From an optimization exercise on the open Yosys and OpenROAD flow, aimed at small area, a short achievable clock period and few clock cycles per item; shortcuts taken in it are not production practice. Where RTL was checked, it was by simulation tests only, not by an equivalence proof against the original. Function not checked in runs 2 to 4: the RTL went through the layout flow alone. Power and IR drop assume default switching activity.

--- design/flow/flow/run.sh ---
#!/bin/bash
set -e
cp standard.sh standard.sh.txt
export BUFFER_PORTS_ARGS="-buffer_cell sky130_fd_sc_hd__buf_4"
bash standard.sh > standard.log 2>&1
--- design/flow/standard.sh ---
#!/bin/bash
# synth_recipe.tcl (not shown) runs the flow's synth.tcl, then flattens the netlist and writes it again
# the make line also repeats each setting of config.mk as NAME=value (left out here)
make -C /OpenROAD-flow-scripts/flow DESIGN_CONFIG=/design/flow/config.mk WORK_HOME=/design/flow/orfs CLKGATE_MAP_FILE= SYNTH_SCRIPT=/design/flow/synth_recipe.tcl "${@:-finish}"
--- design/flow/config.mk ---
export PLATFORM = sky130hd
export DESIGN_NAME = sample_fifo_pwm_feeder_top
export DESIGN_NICKNAME = sample_fifo_pwm_feeder_top
export VERILOG_FILES = /design/flow/design.v
export SDC_FILE = /design/flow/constraint.sdc
export NUM_CORES = 4
export LEC_CHECK = 0
export CAP_MARGIN = 20
export CORE_MARGIN = 2
export CORE_UTILIZATION = 50
export PLACE_DENSITY = 0.6
export SETUP_SLACK_MARGIN = 3.2
export SLEW_MARGIN = 20
export SYNTH_HIERARCHICAL = 1
export SYNTH_MINIMUM_KEEP_SIZE = 0
export TNS_END_PERCENT = 5
--- design/flow/constraint.sdc ---
create_clock -name core_clock -period 6.0 [get_ports {clk}]
set_input_delay 1.2000 -clock core_clock [delete_from_list [all_inputs] [get_ports {clk}]]
set_output_delay 1.2000 -clock core_clock [all_outputs]
set_load 0.01 [all_outputs]
--- design/flow/design.v ---
package sfpf_pkg;
  localparam int DATA_W = 8;
  localparam int CNT_W  = 9;
  localparam int DEPTH  = 256;
  localparam int AW     = 8;
  localparam logic [DATA_W-1:0] DUTY_RESET  = 8'd240;
  localparam logic [CNT_W-1:0]  LIMIT_RESET = 9'd128;
  localparam logic FUNC_SAMPLE = 1'b0;
  localparam logic FUNC_PERIOD = 1'b1;
endpackage
module sfpf_ram #(
  parameter int WIDTH = 8,
  parameter int ROWS  = 16,
  parameter int COLS  = 16
) (
  input  logic                              clk,
  input  logic                              rst,
  input  logic                              we,
  input  logic [$clog2(ROWS*COLS)-1:0]      waddr,
  input  logic [WIDTH-1:0]                  wdata,
  input  logic                              ren,
  input  logic [ROWS-1:0]                   rrow,
  input  logic [COLS-1:0]                   rcol,
  output logic [WIDTH-1:0]                  rdata_enc,
  output logic                              parity
);
  localparam int DEPTH = ROWS * COLS;
  localparam int AW    = $clog2(DEPTH);
  localparam int LOW   = $clog2(COLS);
  logic [DEPTH-1:0][WIDTH-1:0]  cells;
  logic [WIDTH-1:0]             wdn;
  logic [ROWS-1:0]              w_row, r_row;
  logic [COLS-1:0]              w_col;
  logic [ROWS-1:0][WIDTH-1:0]   row_data;
  always_ff @(posedge clk) begin
    if (rst) parity <= 1'b0;
    else     parity <= ~parity;
  end
  assign wdn = wdata ^ {WIDTH{parity}};
  always_comb begin
    for (int r = 0; r < ROWS; r++) begin
      w_row[r] = we && (waddr[AW-1:LOW] == r[AW-LOW-1:0]);
    end
    for (int c = 0; c < COLS; c++) begin
      w_col[c] = (waddr[LOW-1:0] == c[LOW-1:0]);
    end
  end
  assign r_row = rrow & {ROWS{ren}};
  for (genvar i = 0; i < DEPTH; i++) begin : g_word
    logic wsel, nsel;
    assign wsel = w_row[i / COLS] && w_col[i % COLS];
    assign nsel = !wsel;
    for (genvar b = 0; b < WIDTH; b++) begin : g_bit
      sfpf_bit u_bit (
        .clk  (clk),
        .sel  (wsel),
        .nsel (nsel),
        .wdn  (wdn[b]),
        .q    (cells[i][b])
      );
    end
  end
  always_comb begin
    for (int r = 0; r < ROWS; r++) begin
      row_data[r] = '0;
      for (int c = 0; c < COLS; c++) begin
        row_data[r] = row_data[r] | (cells[r * COLS + c] & {WIDTH{rcol[c]}});
      end
    end
    rdata_enc = '0;
    for (int r = 0; r < ROWS; r++) begin
      rdata_enc = rdata_enc | (row_data[r] & {WIDTH{r_row[r]}});
    end
  end
endmodule
module sfpf_bit (
  input  logic clk,
  input  logic sel,
  input  logic nsel,
  input  logic wdn,
  output logic q
);
  always_ff @(posedge clk) begin
    q <= ~((q | sel) & (wdn | nsel));
  end
endmodule
module sfpf_ctrl (
  input  logic                        clk,
  input  logic                        rst,
  input  logic                        req_valid,
  output logic                        req_stall,
  input  logic                        func,
  input  logic [sfpf_pkg::DATA_W-1:0] sample,
  output logic                        rsp_valid,
  input  logic                        rsp_stall,
  output logic                        proc,
  output logic                        proc_func,
  output logic [sfpf_pkg::DATA_W-1:0] proc_sample
);
  logic                        pend_valid;
  logic                        pend_func;
  logic [sfpf_pkg::DATA_W-1:0] pend_sample;
  logic                        out_free;
  logic                        take;
  assign req_stall   = pend_valid;
  assign out_free    = !rsp_valid || !rsp_stall;
  assign take        = req_valid && !pend_valid;
  assign proc        = out_free && (pend_valid || req_valid);
  assign proc_func   = pend_valid ? pend_func   : func;
  assign proc_sample = pend_valid ? pend_sample : sample;
  always_ff @(posedge clk) begin
    if (rst) begin
      rsp_valid  <= 1'b0;
      pend_valid <= 1'b0;
    end else begin
      rsp_valid <= proc || (rsp_valid && rsp_stall);
      if (out_free) begin
        pend_valid <= 1'b0;
      end else if (take) begin
        pend_valid <= 1'b1;
      end
    end
  end
  always_ff @(posedge clk) begin
    if (take && !out_free) begin
      pend_func   <= func;
      pend_sample <= sample;
    end
  end
endmodule
module sfpf_datapath (
  input  logic                        clk,
  input  logic                        rst,
  input  logic                        proc,
  input  logic                        proc_func,
  input  logic [sfpf_pkg::DATA_W-1:0] proc_sample,
  input  logic                        cfg_wr_en,
  input  logic [sfpf_pkg::CNT_W-1:0]  cfg_wr_data,
  output logic                        accepted,
  output logic [sfpf_pkg::DATA_W-1:0] duty,
  output logic                        duty_updated,
  output logic                        underflow,
  output logic [sfpf_pkg::CNT_W-1:0]  fill_level
);
  localparam int AW   = sfpf_pkg::AW;
  localparam int COLS = 16;
  localparam int ROWS = sfpf_pkg::DEPTH / COLS;
  localparam int DW   = sfpf_pkg::DATA_W;
  logic [AW-1:0]               wr_ptr;
  logic [ROWS-1:0]             rd_row;
  logic [COLS-1:0]             rd_col;
  logic [sfpf_pkg::CNT_W-1:0]  count;
  logic [sfpf_pkg::CNT_W-1:0]  limit;
  logic                        phase;
  logic                        wb_valid;
  logic [DW-1:0]               wb_data;
  logic                        pinned;
  logic [DW-1:0]               head_enc;
  logic [DW-1:0]               rdata_enc;
  logic                        parity;
  logic empty, store_ok, store, pop, set_uf, is_period, byp;
  sfpf_ram #(.WIDTH(DW), .ROWS(ROWS), .COLS(COLS)) u_ram (
    .clk       (clk),
    .rst       (rst),
    .we        (wb_valid),
    .waddr     (wr_ptr),
    .wdata     (wb_data),
    .ren       (!empty && !pinned),
    .rrow      (rd_row),
    .rcol      (rd_col),
    .rdata_enc (rdata_enc),
    .parity    (parity)
  );
  assign empty     = (count == '0);
  assign store_ok  = !count[sfpf_pkg::CNT_W-1] && (count < limit);
  assign is_period = proc && (proc_func == sfpf_pkg::FUNC_PERIOD);
  assign store     = proc && (proc_func == sfpf_pkg::FUNC_SAMPLE) && store_ok;
  assign pop       = is_period && !phase && !empty;
  assign set_uf    = is_period && !phase && empty;
  assign byp       = store && empty;
  assign fill_level = count;
  always_ff @(posedge clk) begin
    if (rst) begin
      wr_ptr    <= '0;
      rd_row    <= ROWS'(1);
      rd_col    <= COLS'(1);
      count     <= '0;
      limit     <= sfpf_pkg::LIMIT_RESET;
      phase     <= 1'b0;
      duty      <= sfpf_pkg::DUTY_RESET;
      underflow <= 1'b0;
      wb_valid  <= 1'b0;
      pinned    <= 1'b0;
    end else begin
      if (cfg_wr_en) begin
        limit <= cfg_wr_data;
      end
      if (is_period) begin
        phase <= !phase;
      end
      if (pop) begin
        duty      <= head_enc ^ {DW{~parity}};
        underflow <= 1'b0;
        rd_col    <= {rd_col[COLS-2:0], rd_col[COLS-1]};
        if (rd_col[COLS-1]) begin
          rd_row <= {rd_row[ROWS-2:0], rd_row[ROWS-1]};
        end
        count     <= count - 1'b1;
      end else if (set_uf) begin
        underflow <= 1'b1;
      end else if (store) begin
        count <= count + 1'b1;
      end
      if (wb_valid) begin
        wr_ptr <= wr_ptr + 1'b1;
      end
      wb_valid <= store;
      pinned   <= byp;
    end
  end
  always_ff @(posedge clk) begin
    if (proc) begin
      accepted     <= store;
      duty_updated <= pop;
    end
    if (store) begin
      wb_data <= proc_sample;
    end
    head_enc <= rdata_enc
              | (~head_enc & {DW{pinned}})
              | ((proc_sample ^ {DW{parity}}) & {DW{byp}});
  end
endmodule
module sample_fifo_pwm_feeder_top (
  input  logic              clk,
  input  logic              rst,
  input  logic              req_valid,
  output logic              req_stall,
  input  logic              func,
  input  logic [sfpf_pkg::DATA_W-1:0] sample,
  output logic              rsp_valid,
  input  logic              rsp_stall,
  output logic              accepted,
  output logic [sfpf_pkg::DATA_W-1:0] duty,
  output logic              duty_updated,
  output logic              underflow,
  output logic [sfpf_pkg::CNT_W-1:0]  fill_level,
  input  logic              cfg_wr_en,
  input  logic [sfpf_pkg::CNT_W-1:0]  cfg_wr_data
);
  logic                        proc;
  logic                        proc_func;
  logic [sfpf_pkg::DATA_W-1:0] proc_sample;
  sfpf_ctrl u_ctrl (
    .clk         (clk),
    .rst         (rst),
    .req_valid   (req_valid),
    .req_stall   (req_stall),
    .func        (func),
    .sample      (sample),
    .rsp_valid   (rsp_valid),
    .rsp_stall   (rsp_stall),
    .proc        (proc),
    .proc_func   (proc_func),
    .proc_sample (proc_sample)
  );
  sfpf_datapath u_datapath (
    .clk          (clk),
    .rst          (rst),
    .proc         (proc),
    .proc_func    (proc_func),
    .proc_sample  (proc_sample),
    .cfg_wr_en    (cfg_wr_en),
    .cfg_wr_data  (cfg_wr_data),
    .accepted     (accepted),
    .duty         (duty),
    .duty_updated (duty_updated),
    .underflow    (underflow),
    .fill_level   (fill_level)
  );
endmodule
==> results of run 1 <==
-- kinds of logic (layout without fill, tap and decap cells) --
group	Yosys count	after routing	synth area share (%)
AOI/OAI and AO/OA	3286	3286	30.4
xor gates and xnor gates	31	32	0.375
adders and majority gates	17	17	0.304
buffers and inverters	576	900	3.47
DFF	2148	2148	59.6
muxes	34	34	0.527
other	0	2	0
and+or+nand+nor	875	875	5.37
-- cells in the mapped netlist (25+ instances only) --
master	instances
dfxtp_1	2129
o22ai_1	2048
a22oi_1	1023
nand2_1	574
inv_1	277
nand4_1	167
buf_2	138
o31ai_1	130
clkbuf_1	97
nor2_1	60
a21oi_1	41
buf_1	37
mux2i_1	25
-- worst max path at each step --
stage	cells past startpoint	end
finish	10	u_datapath.head_enc[7]$_DFF_P_
global route	9	u_datapath.head_enc[3]$_DFF_P_
CTS	6	u_datapath.u_ram.g_word[107].g_bit[5].u_bit.q$_DFF_P_
detailed placement	13	u_datapath.count[8]$_SDFFE_PP0P_
global placement	13	u_datapath.count[8]$_SDFFE_PP0P_
floorplan	3	u_datapath.u_ram.g_word[0].g_bit[0].u_bit.q$_DFF_P_
-- modules after synthesis (local to each module, per instance), a selection --
| module | times used | area (um2) | cells | flops+latches |
|---|---|---|---|---|
| sfpf_ctrl | 1 | 490 | 27 | 11 |
| sfpf_bit | 2048 | 26.3 | 2 | 1 |
| sfpf_datapath | 1 | 3840 | 410 | 88 |
-- routing by layer --
layer  vias up  wire length [um]  GRT usage (%)
li1      28200                 -              -
met1     31800            113000           48.3
met2      3275            120000           53.7
met3       606             24200           6.68
met4         6             13000           16.0
met5         -                47              0
-- cell type report --
class / count / share of cell area [%]
multi-input cells: 4244 / 33.0
flip-flops and latches: 2148 / 50.9
clock inverters: 58 / 0.546
inverters: 279 / 1.25
well taps: 1903 / 2.80
clock buffers: 320 / 7.47
diodes: 2 / 0.00589
repair buffers: 243 / 4.03
-- registers in the layout, indices dropped and copies added, names as in the netlist, 8 cells and up --
signal,count
u_ctrl.pend_sample,8
u_datapath.count,9
u_datapath.duty,8
u_datapath.head_enc,8
u_datapath.limit,9
u_datapath.rd_col,16
u_datapath.rd_row,16
u_datapath.u_ram.g_word.g_bit.u_bit.q,2048
u_datapath.wb_data,8
u_datapath.wr_ptr,8
-- critical path, cell delays in order, from the launching register on --
cell       delay [ps]
dfxtp_4           380
buf_12            160
buf_8             130
bufbuf_16         290
a22oi_1           300
nand4_1           240
o31ai_1           470
nand4_1           350
or4_1             500
a21oi_1           130
o21ai_0            90
-- stage by stage --
stage | setup slack, ps | hold slack (ps)
2_1_floorplan | 1980 | 422
3_3_place_gp | 1690 | 429
3_5_place_dp | 1710 | 438
4_1_cts | 2920 | 446
5_1_grt | 2870 | 454
6_report | 2840 | 444
-- placed cells by master (no fill, tap or decap), types with 14 or more instances in the layout --
| master | synthesis | routed |
|---|---|---|
| inv_1 | 277 | 277 |
| nand2_1 | 574 | 574 |
| dfxtp_1 | 2129 | 2103 |
| clkbuf_16 | 0 | 220 |
| buf_16 | 0 | 23 |
| clkbuf_8 | 0 | 49 |
| xnor2_1 | 15 | 15 |
| dfxtp_4 | 0 | 18 |
| clkinv_2 | 0 | 43 |
| o31ai_4 | 0 | 40 |
| nor2_1 | 60 | 47 |
| buf_12 | 2 | 62 |
| mux2i_1 | 25 | 25 |
| ha_1 | 16 | 14 |
| a22oi_1 | 1023 | 1000 |
| o31ai_2 | 0 | 41 |
| nand4_1 | 167 | 167 |
| clkbuf_1 | 97 | 52 |
| o22ai_1 | 2048 | 2048 |
| a21oi_1 | 41 | 36 |
| edfxtp_1 | 19 | 19 |
| o31ai_1 | 130 | 49 |
| a22oi_2 | 1 | 24 |
| buf_4 | 8 | 125 |
-- power breakdown --
| group | switching (uW) | internal [uW] |
|---|---|---|
| registers | 132 | 14400 |
| clock network | 5560 | 7500 |
| logic | 1640 | 709 |
| total | 7330 | 22600 |
-- timing repair --
item,CTS,global route
setup endpoints to repair,1355,955
gates resized for setup,319,4
hold endpoints to repair,0,0
pin swaps,68,5
setup buffers,78,6
gates cloned,17,2
==> run_results.csv, run 1 <==
group,metric,value,unit
status,status,"timing/DRC/antenna clean",
worst_hold_path,hp-start,"u_datapath.u_ram.g_word[78].g_bit[7].u_bit.q$_DFF_P_",
synth,synth_seq_area_share,59.6,%
sta,max_slew_margin,22.2,%
sta,drv_slew,0,
floorplan,coreArea,144000,um2
synth,synth-async-reset-ratio,0,%
power,p_leak,0.0344,uW
floorplan,die_h,385,um
worst_hold_path,min_to,"u_datapath.u_ram.g_word[78].g_bit[7].u_bit.q$_DFF_P_",
floorplan,dieArea,148000,um2
sta,tightest_slew,1170,ps
grt,grt_pass1_vias,60000,
clock_network,cts_max_level,4,
synth,synth_warnings,10,
clock_network,cts-root-buf,"clkbuf_16",
clock_network,cts.clk_slew.worst_paths,60,ps
cells_and_area,design_area,85000,um2
critical_path,worstPathRequired,6700,ps
synth,synth-edff-count,19,
cells_and_area,fin_cells,9197,
floorplan,rows,139,
critical_path,reg2reg_setup_slack,2840,ps
synth,ys_ff_latch,2148,
floorplan,start_util,50.4,%
clock_network,hold_buffers,0,
power,max-vdd-ir-drop,0.251,mV
critical_path,worst-r2r-cell-count,10,
sta,finalCritPeriodShare,52.7,%
power,finalPower,29900,uW
cells_and_area,area_growth,17.3,%
worst_hold_path,hold_path.class,"flop to flop",
synth,avgSynthCellArea,10.4,um2
sta,timing.clock.skew,29.3,ps
placement,dp.final_hpwl,153000,um
clock_network,cts.path.max_buffers,3,
clock_network,cts_made_buffers,211,
cells_and_area,multiInputGateArea,28100,um2
sta,hold_viol,0,
critical_path,critPathKind,"flop to flop",
critical_path,worstReg2RegEnd,"u_datapath.head_enc[7]$_DFF_P_",
clock_network,clk_latency,830,ps
sta,fmaxAchievable,0.316,GHz
detailed_routing,vias,63900,
cells_and_area,final_util,59.2,%
sta,fin_crit,3160,ps
cells_and_area,drive_above_1_share,10.7,%
sta,tns,0,ps
worst_hold_path,worst_hold_path.num_cells,1,
critical_path,endpoint_kind,"flop",
detailed_routing,drt_drc_violations_left,0,
synth,synthesis.area,72500,um2
synth,synth_top_area_cell,"dfxtp_1",
placement,dpl_cell_area,75000,um2
synth,synthTopCellsByArea,"dfxtp_1, o22ai_1, a22oi_1, nand2_1, nand4_1",
floorplan,fp.dieW,385,um
detailed_routing,vias_per_cell,6.95,
placement,io_buffers,44,
run,maxCapViolations,0,
critical_path,r2r-start,"u_datapath.rd_col[2]$_SDFFE_PP0P_",
grt,antenna_found_initial,5,
critical_path,cp_data_arrival_time,3860,ps
detailed_routing,totalWireLength,270000,um
power,powerDensity,352,nW/um2
clock_network,cts_tree,"built",
synth,syn_inst,6967,
sta,finalSetupViolCount,0,
cells_and_area,finalNetCount,7167,
placement,placedCellCount,8714,
detailed_routing,drtAntennaViolNets,0,
clock_network,cts.sinks,2148,
synth,ys_types,60,
synth,synth_flop_cell,"dfxtp_1",
grt,grt_max_degree,169,
detailed_routing,drt_first_pass_iters,7,
critical_path,start_kind,"flop",
detailed_routing,wl_per_cell,29.4,um
critical_path,cp_max_fo,6,
critical_path,startpoint,"u_datapath.rd_col[2]$_SDFFE_PP0P_",
detailed_routing,drt_iter0_markers,7072,
cells_and_area,fillCellCount,12300,
grt,grt_usage,35.2,%
placement,gp_congestion,0.893,
synth,yosys.area.top_type_share,58.8,%
cells_and_area,register_area,43300,um2
floorplan,ios,45,
synth,synth_nets,7007,
sta,grt_setup_unrepaired,"true",
grt,grt_pass1_wl,395000,um
grt,grt_overflow_total,0,
Testbench counts, summed over its fixed seeds: cycles 24,008, items 24,000.
==> run 2, diff against run 1 <==
--- a/design/flow/design.v
+++ b/design/flow/design.v
@@ -15,9 +15,9 @@
 ) (
   input  logic                              clk,
   input  logic                              rst,
-  input  logic                              we,
-  input  logic [$clog2(ROWS*COLS)-1:0]      waddr,
-  input  logic [WIDTH-1:0]                  wdata,
+  input  logic [ROWS-1:0]                   wrow,
+  input  logic [COLS-1:0]                   wcol,
+  input  logic [WIDTH-1:0]                  wenc,
   input  logic                              ren,
   input  logic [ROWS-1:0]                   rrow,
   input  logic [COLS-1:0]                   rcol,
@@ -25,53 +25,60 @@
   output logic                              parity
 );
   localparam int DEPTH = ROWS * COLS;
-  localparam int AW    = $clog2(DEPTH);
-  localparam int LOW   = $clog2(COLS);
   logic [DEPTH-1:0][WIDTH-1:0]  cells;
-  logic [WIDTH-1:0]             wdn;
-  logic [ROWS-1:0]              w_row, r_row;
+  logic [ROWS-1:0]              w_row, w_nrow, r_row;
   logic [COLS-1:0]              w_col;
-  logic [ROWS-1:0][WIDTH-1:0]   row_data;
+  logic [COLS-1:0][WIDTH-1:0]   wdn;
   always_ff @(posedge clk) begin
     if (rst) parity <= 1'b0;
     else     parity <= ~parity;
   end
-  assign wdn = wdata ^ {WIDTH{parity}};
+  assign w_row  = wrow;
+  assign w_nrow = ~wrow;
+  assign w_col  = wcol;
   always_comb begin
-    for (int r = 0; r < ROWS; r++) begin
-      w_row[r] = we && (waddr[AW-1:LOW] == r[AW-LOW-1:0]);
-    end
     for (int c = 0; c < COLS; c++) begin
-      w_col[c] = (waddr[LOW-1:0] == c[LOW-1:0]);
+      wdn[c] = ~(wenc & {WIDTH{w_col[c]}});
     end
   end
   assign r_row = rrow & {ROWS{ren}};
   for (genvar i = 0; i < DEPTH; i++) begin : g_word
-    logic wsel, nsel;
+    logic wsel;
     assign wsel = w_row[i / COLS] && w_col[i % COLS];
-    assign nsel = !wsel;
     for (genvar b = 0; b < WIDTH; b++) begin : g_bit
       sfpf_bit u_bit (
         .clk  (clk),
         .sel  (wsel),
-        .nsel (nsel),
-        .wdn  (wdn[b]),
+        .nsel (w_nrow[i / COLS]),
+        .wdn  (wdn[i % COLS][b]),
         .q    (cells[i][b])
       );
     end
   end
-  always_comb begin
-    for (int r = 0; r < ROWS; r++) begin
-      row_data[r] = '0;
-      for (int c = 0; c < COLS; c++) begin
-        row_data[r] = row_data[r] | (cells[r * COLS + c] & {WIDTH{rcol[c]}});
-      end
-    end
-    rdata_enc = '0;
-    for (int r = 0; r < ROWS; r++) begin
-      rdata_enc = rdata_enc | (row_data[r] & {WIDTH{r_row[r]}});
-    end
-  end
+  logic [WIDTH-1:0][ROWS-1:0] rn;
+  logic [WIDTH-1:0]           rdata_n;
+  for (genvar b = 0; b < WIDTH; b++) begin : g_rd
+    for (genvar r = 0; r < ROWS; r++) begin : g_row
+      logic [COLS-1:0] d;
+      for (genvar c = 0; c < COLS; c++) begin : g_col
+        assign d[c] = cells[r * COLS + c][b];
+      end
+      logic [1:0] h;
+      for (genvar k = 0; k < 2; k++) begin : g_half
+        sfpf_sel8 u_h (
+          .d (d[8 * k +: 8]),
+          .s (rcol[8 * k +: 8]),
+          .y (h[k])
+        );
+      end
+      assign rn[b][r] = ~((h[0] | h[1]) & r_row[r]);
+    end
+    sfpf_or16n #(.N(ROWS)) u_or (
+      .a_n (rn[b]),
+      .y_n (rdata_n[b])
+    );
+  end
+  assign rdata_enc = ~rdata_n;
 endmodule
 module sfpf_bit (
   input  logic clk,
@@ -83,6 +90,21 @@
   always_ff @(posedge clk) begin
     q <= ~((q | sel) & (wdn | nsel));
   end
+endmodule
+module sfpf_sel8 (
+  input  logic [7:0] d,
+  input  logic [7:0] s,
+  output logic       y
+);
+  assign y = |(d & s);
+endmodule
+module sfpf_or16n #(
+  parameter int N = 16
+) (
+  input  logic [N-1:0] a_n,
+  output logic         y_n
+);
+  assign y_n = &a_n;
 endmodule
 module sfpf_ctrl (
   input  logic                        clk,
@@ -152,8 +174,9 @@
   logic [sfpf_pkg::CNT_W-1:0]  count;
   logic [sfpf_pkg::CNT_W-1:0]  limit;
   logic                        phase;
-  logic                        wb_valid;
-  logic [DW-1:0]               wb_data;
+  logic [ROWS-1:0]             wb_row;
+  logic [COLS-1:0]             wb_col;
+  logic [DW-1:0]               wb_enc;
   logic                        pinned;
   logic [DW-1:0]               head_enc;
   logic [DW-1:0]               rdata_enc;
@@ -162,9 +185,9 @@
   sfpf_ram #(.WIDTH(DW), .ROWS(ROWS), .COLS(COLS)) u_ram (
     .clk       (clk),
     .rst       (rst),
-    .we        (wb_valid),
-    .waddr     (wr_ptr),
-    .wdata     (wb_data),
+    .wrow      (wb_row),
+    .wcol      (wb_col),
+    .wenc      (wb_enc),
     .ren       (!empty && !pinned),
     .rrow      (rd_row),
     .rcol      (rd_col),
@@ -189,7 +212,7 @@
       phase     <= 1'b0;
       duty      <= sfpf_pkg::DUTY_RESET;
       underflow <= 1'b0;
-      wb_valid  <= 1'b0;
+      wb_row    <= '0;
       pinned    <= 1'b0;
     end else begin
       if (cfg_wr_en) begin
@@ -209,12 +232,12 @@
       end else if (set_uf) begin
         underflow <= 1'b1;
       end else if (store) begin
-        count <= count + 1'b1;
-      end
-      if (wb_valid) begin
+        count  <= count + 1'b1;
         wr_ptr <= wr_ptr + 1'b1;
       end
-      wb_valid <= store;
+      for (int r = 0; r < ROWS; r++) begin
+        wb_row[r] <= store && (wr_ptr[AW-1:AW-4] == r[3:0]);
+      end
       pinned   <= byp;
     end
   end
@@ -223,8 +246,9 @@
       accepted     <= store;
       duty_updated <= pop;
     end
-    if (store) begin
-      wb_data <= proc_sample;
+    wb_enc <= proc_sample ^ {DW{parity}};
+    for (int c = 0; c < COLS; c++) begin
+      wb_col[c] <= (wr_ptr[3:0] == c[3:0]);
     end
     head_enc <= rdata_enc
               | (~head_enc & {DW{pinned}})
==> run_results.csv, run 2 <==
group,metric,value,unit
status,status,"timing/DRC/antenna clean",
grt,grt_pass1_vias,62400,
clock_network,clk_latency,860,ps
synth,synthesis.area,72200,um2
cells_and_area,finalNetCount,7108,
run,maxCapViolations,0,
grt,grt_overflow_total,0,
sta,max_slew_margin,15.2,%
synth,yosys.area.top_type_share,60.2,%
synth,synth_warnings,10,
clock_network,cts.sinks,2179,
cells_and_area,final_util,60.0,%
placement,io_buffers,44,
detailed_routing,wl_per_cell,38.4,um
sta,drv_slew,0,
clock_network,cts_tree,"built",
floorplan,die_h,384,um
placement,dpl_worst_slack,1850,ps
critical_path,critPathKind,"flop to flop",
synth,synth_seq_area_share,60.6,%
clock_network,hold_buffers,0,
critical_path,endpoint_kind,"flop",
synth,synth-async-reset-ratio,0,%
synth,syn_inst,6576,
critical_path,cpMaxStageDelayCell,"dfxtp_4",
worst_hold_path,hold_path.class,"flop to flop",
floorplan,dieArea,147000,um2
synth,ys_ff_latch,2179,
grt,antenna_found_initial,13,
detailed_routing,vias_per_cell,7.62,
synth,ys_types,50,
sta,hold_viol,0,
grt,grt_usage,45.7,%
critical_path,path_cells,"buf_12 > a22oi_2 > nand4_1 > o211ai_1 > nand4_1 > nor4_2 > inv_1 > a221o_1",
synth,synthTopCellsByArea,"dfxtp_1, o22ai_1, a22oi_1, nand4_1, and2_1",
cells_and_area,register_area,43800,um2
floorplan,coreArea,143000,um2
power,intPower,23300,uW
sta,fmaxAchievable,0.318,GHz
placement,dp.final_hpwl,210000,um
critical_path,worstPathRequired,6730,ps
sta,tightest_slew,1270,ps
critical_path,worst-r2r-cell-count,8,
sta,finalCritPeriodShare,52.3,%
cells_and_area,largest_reg_flops,2048,
cells_and_area,mostFrequentLayoutCell,"dfxtp_1",
sta,finalSetupViolCount,0,
clock_network,cts_made_buffers,215,
synth,synth_nets,6619,
cells_and_area,drive_above_1_share,12.4,%
sta,fin_crit,3140,ps
synth,synth_flop_cell,"dfxtp_1",
power,finalPower,31200,uW
synth,synth_top_area_cell,"dfxtp_1",
critical_path,cp_data_arrival_time,3870,ps
synth,synth_commonest_cells,"dfxtp_1, o22ai_1, a22oi_1",
grt,grt_max_degree,105,
sta,fin_ws,2860,ps
synth,avgSynthCellArea,11.0,um2
clock_network,cts.path.max_buffers,3,
power,p_sw,7860,uW
power,swShare,25.2,%
worst_hold_path,worst_hold_path.num_cells,1,
clock_network,cts-root-buf,"clkbuf_16",
detailed_routing,totalWireLength,351000,um
power,max-vdd-ir-drop,0.301,mV
power,seqPwrFrac,47.4,%
floorplan,start_util,50.3,%
floorplan,rows,139,
detailed_routing,drtAntennaViolNets,0,
clock_network,cts_max_level,4,
synth,synth-edff-count,11,
critical_path,critPathMaxStageDelay,440,ps
power,power.share.clock,43.7,%
power,powerDensity,362,nW/um2
floorplan,ios,45,
placement,gp_congestion,0.964,
cells_and_area,regMostFlops,"u_datapath.u_ram.g_word.g_bit.u_bit.q",
sta,tns,0,ps
power,comb_power_share,8.9,%
cells_and_area,fillCellCount,12000,
critical_path,worst_path_most_repeated_cell,"nand4_1",
cells_and_area,multiInputGateArea,28100,um2
detailed_routing,vias,69700,
detailed_routing,drt_iter0_markers,11400,
grt,grt_pass1_wl,478000,um
cells_and_area,area_growth,19.3,%
floorplan,fp.dieW,384,um
critical_path,cp_max_fo,13,
sta,timing.clock.skew,29.1,ps
critical_path,start_kind,"flop",
power,p_leak,0.0311,uW
synth,synthMostInstantiatedCell,"dfxtp_1",
sta,grt_setup_unrepaired,"true",
detailed_routing,drt_drc_violations_left,0,
cells_and_area,final_cell_mix,"dfxtp_1, o22ai_1, a22oi_1",
clock_network,cts.clk_slew.worst_paths,60,ps
detailed_routing,drt_first_pass_iters,7,
## run 2: routing by layer
layer  part of all wire [%]  wire (um)  global-route usage (%)
met1                     38     134000                    61.4
met5                      0          0                       0
met3                     15      52100                    17.0
met4                    8.5      30000                    33.2
met2                     39     135000                    59.3
## run 2: worst max-delay path: cells and delay by family (launching register included)
family                 cells  cell delay, ps
AND/OR/NAND/NOR            3            1220
buffers and inverters      2             370
flip-flops                 1             440
AO/OA/AOI/OAI              3             970
## run 2: per-stage QoR
stage | cell area (um2) | hold WS, ps | cells
after global routing | 86100 | 453 | 9134
after CTS | 85700 | 446 | 9112
after floorplan | 72200 | 387 | 6576
after detailed placement | 76100 | 438 | 8616
final | 86100 | 443 | 9147
after global placement | 76100 | 430 | 8616
## run 2: kinds of logic (layout without fill, tap and decap cells)
family          after synthesis  in the layout  share of synthesized area [%]
compound gates             3301           3301                           30.6
flops                      2179           2179                           60.6
simple gates                865            865                           6.69
buf+inv                     171            826                           1.17
xor+xnor                     23             23                          0.279
fa+ha+maj                    20             20                          0.357
mux                          17             17                          0.293
other cells                   0             13                              0
## run 2: per-module statistics from Yosys, one instance, submodules excluded, a selection
module / cell area (um2) / flip-flops and latches / cells inside
sfpf_bit: 26.3 / 1 / 2
sfpf_ctrl: 490 / 11 / 27
sfpf_datapath: 4570 / 119 / 501
sfpf_sel8: 36.3 / 0 / 5
## run 2: power groups by stage
stage	clock, uW	combinational [uW]	sequential (uW)
after floorplan	0	1240	15100
after global placement	0	2060	15100
after detailed placement	0	2080	15100
after CTS	13600	2560	14800
after global routing	14200	2760	14800
final	13600	2770	14800
## run 2: final timing paths
kind	slack, ps	to	from
worst max register to register	2860	u_datapath.head_enc[1]$_DFF_P_	u_datapath.rd_col[5]$_SDFFE_PP0P_
worst min-delay path	440	u_datapath.u_ram.g_word[223].g_bit[0].u_bit.q$_DFF_P_	u_datapath.u_ram.g_word[223].g_bit[0].u_bit.q$_DFF_P_
worst max-delay path	2860	u_datapath.head_enc[1]$_DFF_P_	u_datapath.rd_col[5]$_SDFFE_PP0P_
worst min register to register	440	u_datapath.u_ram.g_word[223].g_bit[0].u_bit.q$_DFF_P_	u_datapath.u_ram.g_word[223].g_bit[0].u_bit.q$_DFF_P_
## run 2: area by class of cell
cell class,count,area share (%)
Sequential cell,2179,50.9
Multi-Input combinational cell,4226,32.6
Clock buffer,323,7.53
Timing Repair Buffer,393,5.19
Tap cell,1903,2.77
Clock inverter,60,0.700
Inverter,49,0.262
Antenna cell,13,0.0378
Timing Repair inverter,1,0.0102
## run 2: what timing repair did
action,CTS,global route
buffers inserted,88,16
pin swaps,117,28
gates resized for setup,174,40
cloned,25,4
setup endpoints to repair,310,269
==> run 3, diff against run 2 <==
--- a/design/flow/design.v
+++ b/design/flow/design.v
@@ -26,7 +26,8 @@
 );
   localparam int DEPTH = ROWS * COLS;
   logic [DEPTH-1:0][WIDTH-1:0]  cells;
-  logic [ROWS-1:0]              w_row, w_nrow, r_row;
+  logic [ROWS-1:0]              w_row, r_row;
+  logic [ROWS-1:0][3:0]         w_nrow;
   logic [COLS-1:0]              w_col;
   logic [COLS-1:0][WIDTH-1:0]   wdn;
   always_ff @(posedge clk) begin
@@ -34,8 +35,15 @@
     else     parity <= ~parity;
   end
   assign w_row  = wrow;
-  assign w_nrow = ~wrow;
   assign w_col  = wcol;
+  for (genvar r = 0; r < ROWS; r++) begin : g_nrow
+    for (genvar k = 0; k < 4; k++) begin : g_copy
+      sfpf_inv u_inv (
+        .a (wrow[r]),
+        .y (w_nrow[r][k])
+      );
+    end
+  end
   always_comb begin
     for (int c = 0; c < COLS; c++) begin
       wdn[c] = ~(wenc & {WIDTH{w_col[c]}});
@@ -49,7 +57,7 @@
       sfpf_bit u_bit (
         .clk  (clk),
         .sel  (wsel),
-        .nsel (w_nrow[i / COLS]),
+        .nsel (w_nrow[i / COLS][(i % COLS) / (COLS / 4)]),
         .wdn  (wdn[i % COLS][b]),
         .q    (cells[i][b])
       );
@@ -106,6 +114,12 @@
 );
   assign y_n = &a_n;
 endmodule
+module sfpf_inv (
+  input  logic a,
+  output logic y
+);
+  assign y = ~a;
+endmodule
 module sfpf_ctrl (
   input  logic                        clk,
   input  logic                        rst,
@@ -182,6 +196,8 @@
   logic [DW-1:0]               rdata_enc;
   logic                        parity;
   logic empty, store_ok, store, pop, set_uf, is_period, byp;
+  logic [sfpf_pkg::CNT_W-1:0] count_inc, count_dec, limit_next;
+  logic                       ok_inc, ok_dec, ok_same, is_one;
   sfpf_ram #(.WIDTH(DW), .ROWS(ROWS), .COLS(COLS)) u_ram (
     .clk       (clk),
     .rst       (rst),
@@ -194,8 +210,13 @@
     .rdata_enc (rdata_enc),
     .parity    (parity)
   );
-  assign empty     = (count == '0);
-  assign store_ok  = !count[sfpf_pkg::CNT_W-1] && (count < limit);
+  assign count_inc  = count + 1'b1;
+  assign count_dec  = count - 1'b1;
+  assign limit_next = cfg_wr_en ? cfg_wr_data : limit;
+  assign ok_inc     = !count_inc[sfpf_pkg::CNT_W-1] && (count_inc < limit_next);
+  assign ok_dec     = !count_dec[sfpf_pkg::CNT_W-1] && (count_dec < limit_next);
+  assign ok_same    = !count[sfpf_pkg::CNT_W-1]     && (count     < limit_next);
+  assign is_one     = (count == sfpf_pkg::CNT_W'(1));
   assign is_period = proc && (proc_func == sfpf_pkg::FUNC_PERIOD);
   assign store     = proc && (proc_func == sfpf_pkg::FUNC_SAMPLE) && store_ok;
   assign pop       = is_period && !phase && !empty;
@@ -208,6 +229,8 @@
       rd_row    <= ROWS'(1);
       rd_col    <= COLS'(1);
       count     <= '0;
+      empty     <= 1'b1;
+      store_ok  <= 1'b1;
       limit     <= sfpf_pkg::LIMIT_RESET;
       phase     <= 1'b0;
       duty      <= sfpf_pkg::DUTY_RESET;
@@ -228,12 +251,19 @@
         if (rd_col[COLS-1]) begin
           rd_row <= {rd_row[ROWS-2:0], rd_row[ROWS-1]};
         end
-        count     <= count - 1'b1;
+        count     <= count_dec;
+        empty     <= is_one;
+        store_ok  <= ok_dec;
       end else if (set_uf) begin
         underflow <= 1'b1;
+        store_ok  <= ok_same;
       end else if (store) begin
-        count  <= count + 1'b1;
-        wr_ptr <= wr_ptr + 1'b1;
+        count    <= count_inc;
+        empty    <= 1'b0;
+        store_ok <= ok_inc;
+        wr_ptr   <= wr_ptr + 1'b1;
+      end else begin
+        store_ok <= ok_same;
       end
       for (int r = 0; r < ROWS; r++) begin
         wb_row[r] <= store && (wr_ptr[AW-1:AW-4] == r[3:0]);
--- a/design/flow/config.mk
+++ b/design/flow/config.mk
@@ -8,6 +8,8 @@
 export CAP_MARGIN = 20
 export CORE_MARGIN = 2
 export CORE_UTILIZATION = 50
+export CTS_CLUSTER_DIAMETER = 100
+export CTS_CLUSTER_SIZE = 30
 export PLACE_DENSITY = 0.6
 export SETUP_SLACK_MARGIN = 3.2
 export SLEW_MARGIN = 20
==> run_results.csv, run 3 <==
group,metric,value,unit
synth,synthTopCellsByArea,"dfxtp_1, o22ai_1, a22oi_1, nand4_1, o211ai_1",
sta,hold_viol,0,
detailed_routing,wl_per_cell,39.4,um
synth,synth_top_area_cell,"dfxtp_1",
detailed_routing,drt_first_pass_iters,6,
synth,syn_inst,6670,
placement,dp.final_hpwl,214000,um
synth,synthesis.area,72900,um2
critical_path,cpMaxStageDelayCell,"nand4_1",
critical_path,cp_max_fo,77,
sta,drv_slew,0,
detailed_routing,drtAntennaViolNets,0,
floorplan,rows,140,
sta,fmaxAchievable,0.309,GHz
floorplan,dieArea,149000,um2
synth,ys_types,56,
floorplan,ios,45,
synth,synth_nets,6725,
critical_path,endpoint_kind,"flop",
grt,antenna_found_initial,18,
cells_and_area,mostFrequentLayoutCell,"dfxtp_1",
critical_path,critPathBufInv,2,
status,status,"timing/DRC/antenna clean",
clock_network,cts-root-buf,"clkbuf_16",
detailed_routing,totalWireLength,351000,um
synth,synth-async-reset-ratio,0,%
synth,yosys.area.top_type_share,59.6,%
grt,grt_usage,45.1,%
sta,max_slew_margin,10.4,%
critical_path,critPathTopFamily,"simple AND/OR/NAND/NOR gates",
power,p_leak,0.0284,uW
synth,ys_ff_latch,2181,
cells_and_area,regMostFlops,"u_datapath.u_ram.g_word.g_bit.u_bit.q",
sta,whs,450,ps
grt,grt_pass1_vias,63300,
critical_path,start_kind,"flop",
floorplan,coreArea,145000,um2
cells_and_area,final_cell_mix,"dfxtp_1, o22ai_1, a22oi_1",
synth,avgSynthCellArea,10.9,um2
clock_network,cts.clk_slew.worst_paths,120,ps
synth,synth_seq_area_share,60.0,%
synth,synth_commonest_cells,"dfxtp_1, o22ai_1, a22oi_1",
power,finalPower,22800,uW
run,maxCapViolations,0,
grt,grt_max_degree,101,
grt,grt_overflow_total,0,
grt,grt_pass1_wl,478000,um
sta,timing.clock.skew,29.0,ps
sta,grt_setup_unrepaired,"true",
critical_path,cp_data_arrival_time,3910,ps
placement,gp_congestion,0.960,
power,max-vdd-ir-drop,0.233,mV
sta,fin_crit,3240,ps
synth,synth_flop_cell,"dfxtp_1",
clock_network,cts_max_level,3,
critical_path,worstPathRequired,6670,ps
sta,tightest_slew,1340,ps
power,powerDensity,282,nW/um2
cells_and_area,area_growth,10.8,%
clock_network,clk_latency,770,ps
sta,tns,0,ps
detailed_routing,vias_per_cell,7.73,
synth,synthMostInstantiatedCell,"dfxtp_1",
floorplan,die_h,386,um
cells_and_area,finalNetCount,7020,
sta,finalSetupViolCount,0,
floorplan,start_util,50.2,%
clock_network,cts.sinks,2181,
sta,finalCritPeriodShare,53.9,%
synth,synth-edff-count,11,
synth,synth_warnings,10,
critical_path,path_cells,"buf_12 > a22oi_1 > nand4_1 > o211ai_1 > nand4_1 > nor4_2 > inv_1 > a311o_1",
placement,io_buffers,44,
cells_and_area,largest_reg_flops,2048,
critical_path,critPathKind,"flop to flop",
clock_network,cts_tree,"built",
detailed_routing,drt_iter0_markers,10700,
critical_path,critPathMaxStageDelay,640,ps
cells_and_area,drive_above_1_share,8.91,%
floorplan,fp.dieW,386,um
detailed_routing,drt_drc_violations_left,0,
detailed_routing,vias,68900,
worst_hold_path,hold_path.class,"flop to flop",
clock_network,cts.path.max_buffers,3,
critical_path,worst_path_most_repeated_cell,"nand4_1",
clock_network,cts_made_buffers,82,
clock_network,hold_buffers,0,
run 3: area by class of cell:
| cell class | instances | area, um2 |
|---|---|---|
| flip-flops and latches | 2181 | 43800 |
| diodes | 10 | 25.0 |
| multi-input cells | 4278 | 28300 |
| clock inverters | 3 | 46.3 |
| repair buffers | 338 | 3650 |
| well taps | 1917 | 2400 |
| clock buffers | 95 | 2210 |
| fillers | 12700 | 64400 |
| inverters | 84 | 319 |
run 3: where the power goes:
group | total (uW) | switching, uW | internal (uW) | leakage, uW
sequential | 14600 | 69.0 | 14600 | 0.0184
combinational | 898 | 658 | 240 | 0.00895
clock | 7270 | 4580 | 2690 | 0.00110
run 3: repair_timing:
item,in CTS,in global routing
pin swaps,13,43
gates resized for setup,48,34
endpoints found under the setup margin,53,113
gates cloned,6,6
buffers inserted,57,13
run 3: routing by layer:
metal	global-route usage, %	routed length, um	part of all wire (%)
met2	59.4	136000	39
met1	60.6	134000	38
met3	14.9	48700	14
met4	33.7	32100	9.2
met5	0.0650	95	0.027
run 3: logic make-up after synthesis:
family                     after synthesis  share of synthesized area [%]
AOI/OAI and AO/OA                     3295                           30.2
xor gates and xnor gates                36                          0.443
adders and majority gates               32                          0.549
buffers and inverters                  211                           1.38
DFF                                   2181                           60.0
muxes                                   19                          0.319
and+or+nand+nor                        896                           7.09
run 3: worst paths after layout:
kind / slack, ps / cells after the start / end / from
setup reg to reg: 2760 / 8 / u_datapath.head_enc[5]$_DFF_P_ / u_datapath.rd_col[0]$_SDFFE_PP1P_
hold / removal: 450 / 1 / u_datapath.u_ram.g_word[126].g_bit[0].u_bit.q$_DFF_P_ / u_datapath.u_ram.g_word[126].g_bit[0].u_bit.q$_DFF_P_
setup / recovery: 2760 / 8 / u_datapath.head_enc[5]$_DFF_P_ / u_datapath.rd_col[0]$_SDFFE_PP1P_
hold reg to reg: 450 / 1 / u_datapath.u_ram.g_word[126].g_bit[0].u_bit.q$_DFF_P_ / u_datapath.u_ram.g_word[126].g_bit[0].u_bit.q$_DFF_P_
run 3: Yosys stat by module, one instance, submodules excluded, a selection:
module	times used	cells inside	area, um2
sfpf_inv	64	1	3.75
sfpf_sel8	256	5	36.3
sfpf_datapath	1	547	5050
sfpf_bit	2048	2	26.3
sfpf_ctrl	1	27	490
run 3: stage by stage:
stage	setup slack [ps]	instances	cell area, um2	utilization (%)
3_5_place_dp	1780	8700	76600	52.8
3_3_place_gp	1810	8700	76600	52.8
6_report	2760	8906	80800	55.6
4_1_cts	2990	8861	80000	55.1
2_1_floorplan	2730	6670	72900	-
5_1_grt	2900	8896	80800	55.6
==> run 4, diff against run 3 <==
--- a/design/flow/design.v
+++ b/design/flow/design.v
@@ -20,8 +20,8 @@
   input  logic [WIDTH-1:0]                  wenc,
   input  logic                              ren,
   input  logic [ROWS-1:0]                   rrow,
-  input  logic [COLS-1:0]                   rcol,
-  output logic [WIDTH-1:0]                  rdata_enc,
+  input  logic [1:0][COLS-1:0]              rcol,
+  output logic [WIDTH-1:0]                  rdata_enc_n,
   output logic                              parity
 );
   localparam int DEPTH = ROWS * COLS;
@@ -64,7 +64,6 @@
     end
   end
   logic [WIDTH-1:0][ROWS-1:0] rn;
-  logic [WIDTH-1:0]           rdata_n;
   for (genvar b = 0; b < WIDTH; b++) begin : g_rd
     for (genvar r = 0; r < ROWS; r++) begin : g_row
       logic [COLS-1:0] d;
@@ -75,7 +74,7 @@
       for (genvar k = 0; k < 2; k++) begin : g_half
         sfpf_sel8 u_h (
           .d (d[8 * k +: 8]),
-          .s (rcol[8 * k +: 8]),
+          .s (rcol[b / (WIDTH / 2)][8 * k +: 8]),
           .y (h[k])
         );
       end
@@ -83,10 +82,9 @@
     end
     sfpf_or16n #(.N(ROWS)) u_or (
       .a_n (rn[b]),
-      .y_n (rdata_n[b])
+      .y_n (rdata_enc_n[b])
     );
   end
-  assign rdata_enc = ~rdata_n;
 endmodule
 module sfpf_bit (
   input  logic clk,
@@ -133,30 +131,28 @@
   output logic                        proc_func,
   output logic [sfpf_pkg::DATA_W-1:0] proc_sample
 );
-  logic                        pend_valid;
+  logic                        pend_valid, pend_valid_d;
+  logic                        rsp_valid_q, rsp_valid_d;
   logic                        pend_func;
   logic [sfpf_pkg::DATA_W-1:0] pend_sample;
   logic                        out_free;
   logic                        take;
-  assign req_stall   = pend_valid;
-  assign out_free    = !rsp_valid || !rsp_stall;
+  assign out_free    = !rsp_valid_q || !rsp_stall;
   assign take        = req_valid && !pend_valid;
   assign proc        = out_free && (pend_valid || req_valid);
   assign proc_func   = pend_valid ? pend_func   : func;
   assign proc_sample = pend_valid ? pend_sample : sample;
+  assign rsp_valid_d  = !rst && (proc || (rsp_valid_q && rsp_stall));
+  assign pend_valid_d = !rst && !out_free && (pend_valid || take);
   always_ff @(posedge clk) begin
-    if (rst) begin
-      rsp_valid  <= 1'b0;
-      pend_valid <= 1'b0;
-    end else begin
-      rsp_valid <= proc || (rsp_valid && rsp_stall);
-      if (out_free) begin
-        pend_valid <= 1'b0;
-      end else if (take) begin
-        pend_valid <= 1'b1;
-      end
-    end
+    rsp_valid_q <= rsp_valid_d;
+    pend_valid  <= pend_valid_d;
   end
+  sfpf_oreg #(.W(2)) u_out (
+    .clk (clk),
+    .d   ({rsp_valid_d, pend_valid_d}),
+    .q   ({rsp_valid, req_stall})
+  );
   always_ff @(posedge clk) begin
     if (take && !out_free) begin
       pend_func   <= func;
@@ -184,7 +180,8 @@
   localparam int DW   = sfpf_pkg::DATA_W;
   logic [AW-1:0]               wr_ptr;
   logic [ROWS-1:0]             rd_row;
-  logic [COLS-1:0]             rd_col;
+  logic [COLS-1:0]             rd_col, rd_col_d, rd_col_b;
+  logic [sfpf_pkg::CNT_W-1:0]  count_d;
   logic [sfpf_pkg::CNT_W-1:0]  count;
   logic [sfpf_pkg::CNT_W-1:0]  limit;
   logic                        phase;
@@ -193,7 +190,7 @@
   logic [DW-1:0]               wb_enc;
   logic                        pinned;
   logic [DW-1:0]               head_enc;
-  logic [DW-1:0]               rdata_enc;
+  logic [DW-1:0]               rdata_enc_n;
   logic                        parity;
   logic empty, store_ok, store, pop, set_uf, is_period, byp;
   logic [sfpf_pkg::CNT_W-1:0] count_inc, count_dec, limit_next;
@@ -206,8 +203,8 @@
     .wenc      (wb_enc),
     .ren       (!empty && !pinned),
     .rrow      (rd_row),
-    .rcol      (rd_col),
-    .rdata_enc (rdata_enc),
+    .rcol      ({rd_col_b, rd_col}),
+    .rdata_enc_n (rdata_enc_n),
     .parity    (parity)
   );
   assign count_inc  = count + 1'b1;
@@ -222,13 +219,33 @@
   assign pop       = is_period && !phase && !empty;
   assign set_uf    = is_period && !phase && empty;
   assign byp       = store && empty;
-  assign fill_level = count;
+  always_comb begin
+    count_d  = count;
+    rd_col_d = rd_col;
+    if (rst) begin
+      count_d  = '0;
+      rd_col_d = COLS'(1);
+    end else if (pop) begin
+      count_d  = count_dec;
+      rd_col_d = {rd_col[COLS-2:0], rd_col[COLS-1]};
+    end else if (store) begin
+      count_d  = count_inc;
+    end
+  end
+  sfpf_oreg #(.W(sfpf_pkg::CNT_W)) u_fill (
+    .clk (clk),
+    .d   (count_d),
+    .q   (fill_level)
+  );
+  sfpf_oreg #(.W(COLS)) u_rcol_b (
+    .clk (clk),
+    .d   (rd_col_d),
+    .q   (rd_col_b)
+  );
   always_ff @(posedge clk) begin
     if (rst) begin
       wr_ptr    <= '0;
       rd_row    <= ROWS'(1);
-      rd_col    <= COLS'(1);
-      count     <= '0;
       empty     <= 1'b1;
       store_ok  <= 1'b1;
       limit     <= sfpf_pkg::LIMIT_RESET;
@@ -247,18 +264,15 @@
       if (pop) begin
         duty      <= head_enc ^ {DW{~parity}};
         underflow <= 1'b0;
-        rd_col    <= {rd_col[COLS-2:0], rd_col[COLS-1]};
         if (rd_col[COLS-1]) begin
           rd_row <= {rd_row[ROWS-2:0], rd_row[ROWS-1]};
         end
-        count     <= count_dec;
         empty     <= is_one;
         store_ok  <= ok_dec;
       end else if (set_uf) begin
         underflow <= 1'b1;
         store_ok  <= ok_same;
       end else if (store) begin
-        count    <= count_inc;
         empty    <= 1'b0;
         store_ok <= ok_inc;
         wr_ptr   <= wr_ptr + 1'b1;
@@ -272,6 +286,10 @@
     end
   end
   always_ff @(posedge clk) begin
+    count  <= count_d;
+    rd_col <= rd_col_d;
+  end
+  always_ff @(posedge clk) begin
     if (proc) begin
       accepted     <= store;
       duty_updated <= pop;
@@ -280,11 +298,22 @@
     for (int c = 0; c < COLS; c++) begin
       wb_col[c] <= (wr_ptr[3:0] == c[3:0]);
     end
-    head_enc <= rdata_enc
+    head_enc <= ~rdata_enc_n
               | (~head_enc & {DW{pinned}})
               | ((proc_sample ^ {DW{parity}}) & {DW{byp}});
   end
 endmodule
+module sfpf_oreg #(
+  parameter int W = 1
+) (
+  input  logic         clk,
+  input  logic [W-1:0] d,
+  output logic [W-1:0] q
+);
+  always_ff @(posedge clk) begin
+    q <= d;
+  end
+endmodule
 module sample_fifo_pwm_feeder_top (
   input  logic              clk,
   input  logic              rst,
==> run_results.csv, run 4 <==
group,metric,value,unit
synth,synth-async-reset-ratio,0,%
floorplan,coreArea,146000,um2
sta,finalCritPeriodShare,52.2,%
sta,timing.clock.skew,45.4,ps
cells_and_area,area_growth,10.8,%
detailed_routing,drt_first_pass_iters,7,
synth,synth_commonest_cells,"dfxtp_1, o22ai_1, a22oi_1",
floorplan,rows,140,
sta,drv_slew,0,
critical_path,critPathKind,"flop to flop",
detailed_routing,vias,70000,
detailed_routing,drtAntennaViolNets,0,
synth,yosys.area.top_type_share,59.9,%
placement,dpl_cell_area,77100,um2
sta,fmaxAchievable,0.319,GHz
power,max-vdd-ir-drop,0.229,mV
cells_and_area,finalNetCount,7033,
detailed_routing,drt_iter0_markers,11700,
sta,max_slew_margin,9.21,%
placement,dp.final_hpwl,215000,um
clock_network,cts_tree,"built",
synth,ys_ff_latch,2208,
cells_and_area,largest_reg_flops,2048,
power,p_leak,0.0285,uW
worst_hold_path,hp-start,"u_datapath.u_ram.g_word[33].g_bit[2].u_bit.q$_DFF_P_",
floorplan,ios,45,
cells_and_area,regMostFlops,"u_datapath.u_ram.g_word.g_bit.u_bit.q",
clock_network,cts-root-buf,"clkbuf_16",
floorplan,dieArea,150000,um2
grt,grt_max_degree,118,
critical_path,worst-r2r-cell-count,7,
worst_hold_path,hold_path.class,"flop to flop",
critical_path,worstPathRequired,6620,ps
clock_network,cts.sinks,2208,
sta,whs,449,ps
synth,avgSynthCellArea,11.0,um2
power,finalPower,23000,uW
detailed_routing,wl_per_cell,41.4,um
sta,finalSetupViolCount,0,
grt,grt_pass1_vias,63600,
synth,synth-edff-count,11,
critical_path,cp_data_arrival_time,3750,ps
clock_network,hold_buffers,0,
clock_network,cts_max_level,3,
power,powerDensity,283,nW/um2
grt,grt_pass1_wl,487000,um
synth,synth_top_area_cell,"dfxtp_1",
floorplan,die_h,387,um
placement,io_buffers,44,
run,maxCapViolations,0,
synth,synthMostInstantiatedCell,"dfxtp_1",
sta,hold_viol,0,
synth,synth_nets,6741,
synth,synth_flop_cell,"dfxtp_1",
status,status,"timing/DRC/antenna clean",
detailed_routing,drt_drc_violations_left,0,
grt,antenna_found_initial,17,
critical_path,start_kind,"flop",
detailed_routing,totalWireLength,369000,um
floorplan,start_util,50.4,%
sta,fin_crit,3130,ps
cells_and_area,final_cell_mix,"dfxtp_1, o22ai_1, a22oi_1",
placement,gp_congestion,0.957,
critical_path,r2r-start,"u_datapath.u_rcol_b.q[10]$_DFF_P_",
floorplan,fp.dieW,387,um
cells_and_area,drive_above_1_share,9.22,%
worst_hold_path,min_to,"u_datapath.u_ram.g_word[33].g_bit[2].u_bit.q$_DFF_P_",
synth,syn_inst,6687,
synth,synthTopCellsByArea,"dfxtp_1, o22ai_1, a22oi_1, nand4_1, o211ai_1",
worst_hold_path,worst_hold_path.num_cells,1,
cells_and_area,final_util,55.8,%
synth,synth_seq_area_share,60.4,%
synth,synth_warnings,13,
clock_network,clk_latency,780,ps
clock_network,cts.clk_slew.worst_paths,110,ps
grt,grt_overflow_total,0,
sta,tightest_slew,1360,ps
synth,synthesis.area,73400,um2
clock_network,cts.path.max_buffers,3,
detailed_routing,vias_per_cell,7.85,
critical_path,cp_max_fo,63,
grt,grt_usage,45.4,%
critical_path,worstReg2RegEnd,"u_datapath.head_enc[4]$_DFF_P_",
clock_network,cts_made_buffers,83,
synth,ys_types,60,
cells_and_area,mostFrequentLayoutCell,"dfxtp_1",
cells_and_area,design_area,81300,um2
critical_path,endpoint_kind,"flop",
critical_path,reg2reg_setup_slack,2870,ps
sta,tns,0,ps
sta,grt_setup_unrepaired,"true",
run 4: final cells by class:
cell class              instances  area [um2]
well taps                    1917        2400
flip-flops and latches       2208       44400
inverters                      77         292
fillers                     12900       64400
clock buffers                  86        2130
repair buffers                332        3650
multi-input cells            4277       28400
clock inverters                 4        33.8
diodes                         14        35.0
run 4: worst max path at each step:
stage / slack (ps) / start / endpoint / cells past startpoint
floorplan: 3210 / cfg_wr_en / u_datapath.store_ok$_SDFF_PP1_ / 8
global placement: 2260 / req_valid / u_datapath.rd_row[10]$_SDFFE_PP0P_ / 8
detailed placement: 2270 / req_valid / u_datapath.rd_row[14]$_SDFFE_PP0P_ / 8
CTS: 3160 / u_datapath.rd_col[7]$_DFF_P_ / u_datapath.head_enc[0]$_DFF_P_ / 7
global route: 2980 / u_datapath.u_rcol_b.q[5]$_DFF_P_ / u_datapath.head_enc[6]$_DFF_P_ / 7
finish: 2870 / u_datapath.u_rcol_b.q[10]$_DFF_P_ / u_datapath.head_enc[4]$_DFF_P_ / 7
run 4: cell families after synthesis:
family	after synthesis	synth area share, %
muxes	20	0.331
AOI/OAI and AO/OA	3289	30.0
and+or+nand+nor	900	7.05
adders and majority gates	31	0.528
xor gates and xnor gates	37	0.452
DFF	2208	60.4
buffers and inverters	202	1.31
run 4: report_power, final:
part,switching (uW),internal (uW),total (uW),leakage [uW]
clock,4640,2580,7230,0.00106
combinational,677,273,950,0.00886
sequential,116,14800,14900,0.0186
run 4: repair_timing:
item                       4_1_cts  5_1_grt
gates cloned                     0       17
resized for setup              113       52
pin swaps                       19       40
setup endpoints to repair       34       70
setup buffers                   19       41
run 4: critical path: stages (launching register included):
cell and delay (ps):
dfxtp_2 380, buf_12 210, a22oi_1 300, nand4_1 380, o211ai_1 320, nand4_1 490
nor4_4 620, o211ai_1 180
run 4: through the flow:
step           std cells  worst slack (ps)
6_report            8915              2870
3_5_place_dp        8721              2270
3_3_place_gp        8717              2260
5_1_grt             8902              2980
4_1_cts             8830              3160
2_1_floorplan       6687              3210
run 4: per-module statistics from Yosys, one instance, submodules excluded, excerpt:
module / times used / cells / area [um2] / flip-flops and latches
sfpf_bit: 2048 / 2 / 26.3 / 1
sfpf_datapath: 1 / 545 / 5010 / 121
sfpf_inv: 64 / 1 / 3.75 / 0
sfpf_sel8: 256 / 5 / 36.3 / 0
sfpf_ctrl: 1 / 27 / 490 / 11
run 4: metal layers:
layer  GRT usage, %  up-vias  wire, um
met2           60.9     5845    143000
met4           34.7       25     34300
met1           59.1    34600    135000
met3           16.2     1423     56500
met5          0.638        -       576
li1               -    28100         -

## separate check: timing with driven ports
Ports are ideal in the flow. The routed layouts listed here were re-timed in OpenROAD.
Step 1, drivers: a clkbuf_16 drives clk and a buf_2 each remaining input, both assumed.
Step 2 adds t to the input delays and takes it off the output delays; t is the mean of the earliest and latest rising clock arrival at the registers after step 1. Input paths then give back, and output paths get back, about the clock's delay inside the block.
Three values: ideal ports, drivers, drivers and shift; two values: the first two.
run | shift t [ns] | setup WS [ns] | worst setup path after step 2 | slew at the worst register clock pin (ns) | worst data-port slew with drivers (ns)
run 1 | 0.891 | 2.838 / 2.838 / 2.307 | input to register | 0.07 / 0.07 | 0.04
run 2 | 0.921 | 2.859 / 2.859 / 2.432 | input to register | 0.07 / 0.07 | 0.04
run 3 | 0.833 | 2.763 / 2.763 / 2.663 | input to register | 0.12 / 0.12 | 0.04
run 4 | 0.845 | 2.866 / 2.866 / 2.568 | input to register | 0.12 / 0.12 | 0.06
After both steps setup and hold are still met in every run listed. The setup slack of run 1, which loses most, moves by 0.000 ns with the drivers and by -0.531 ns with both steps.
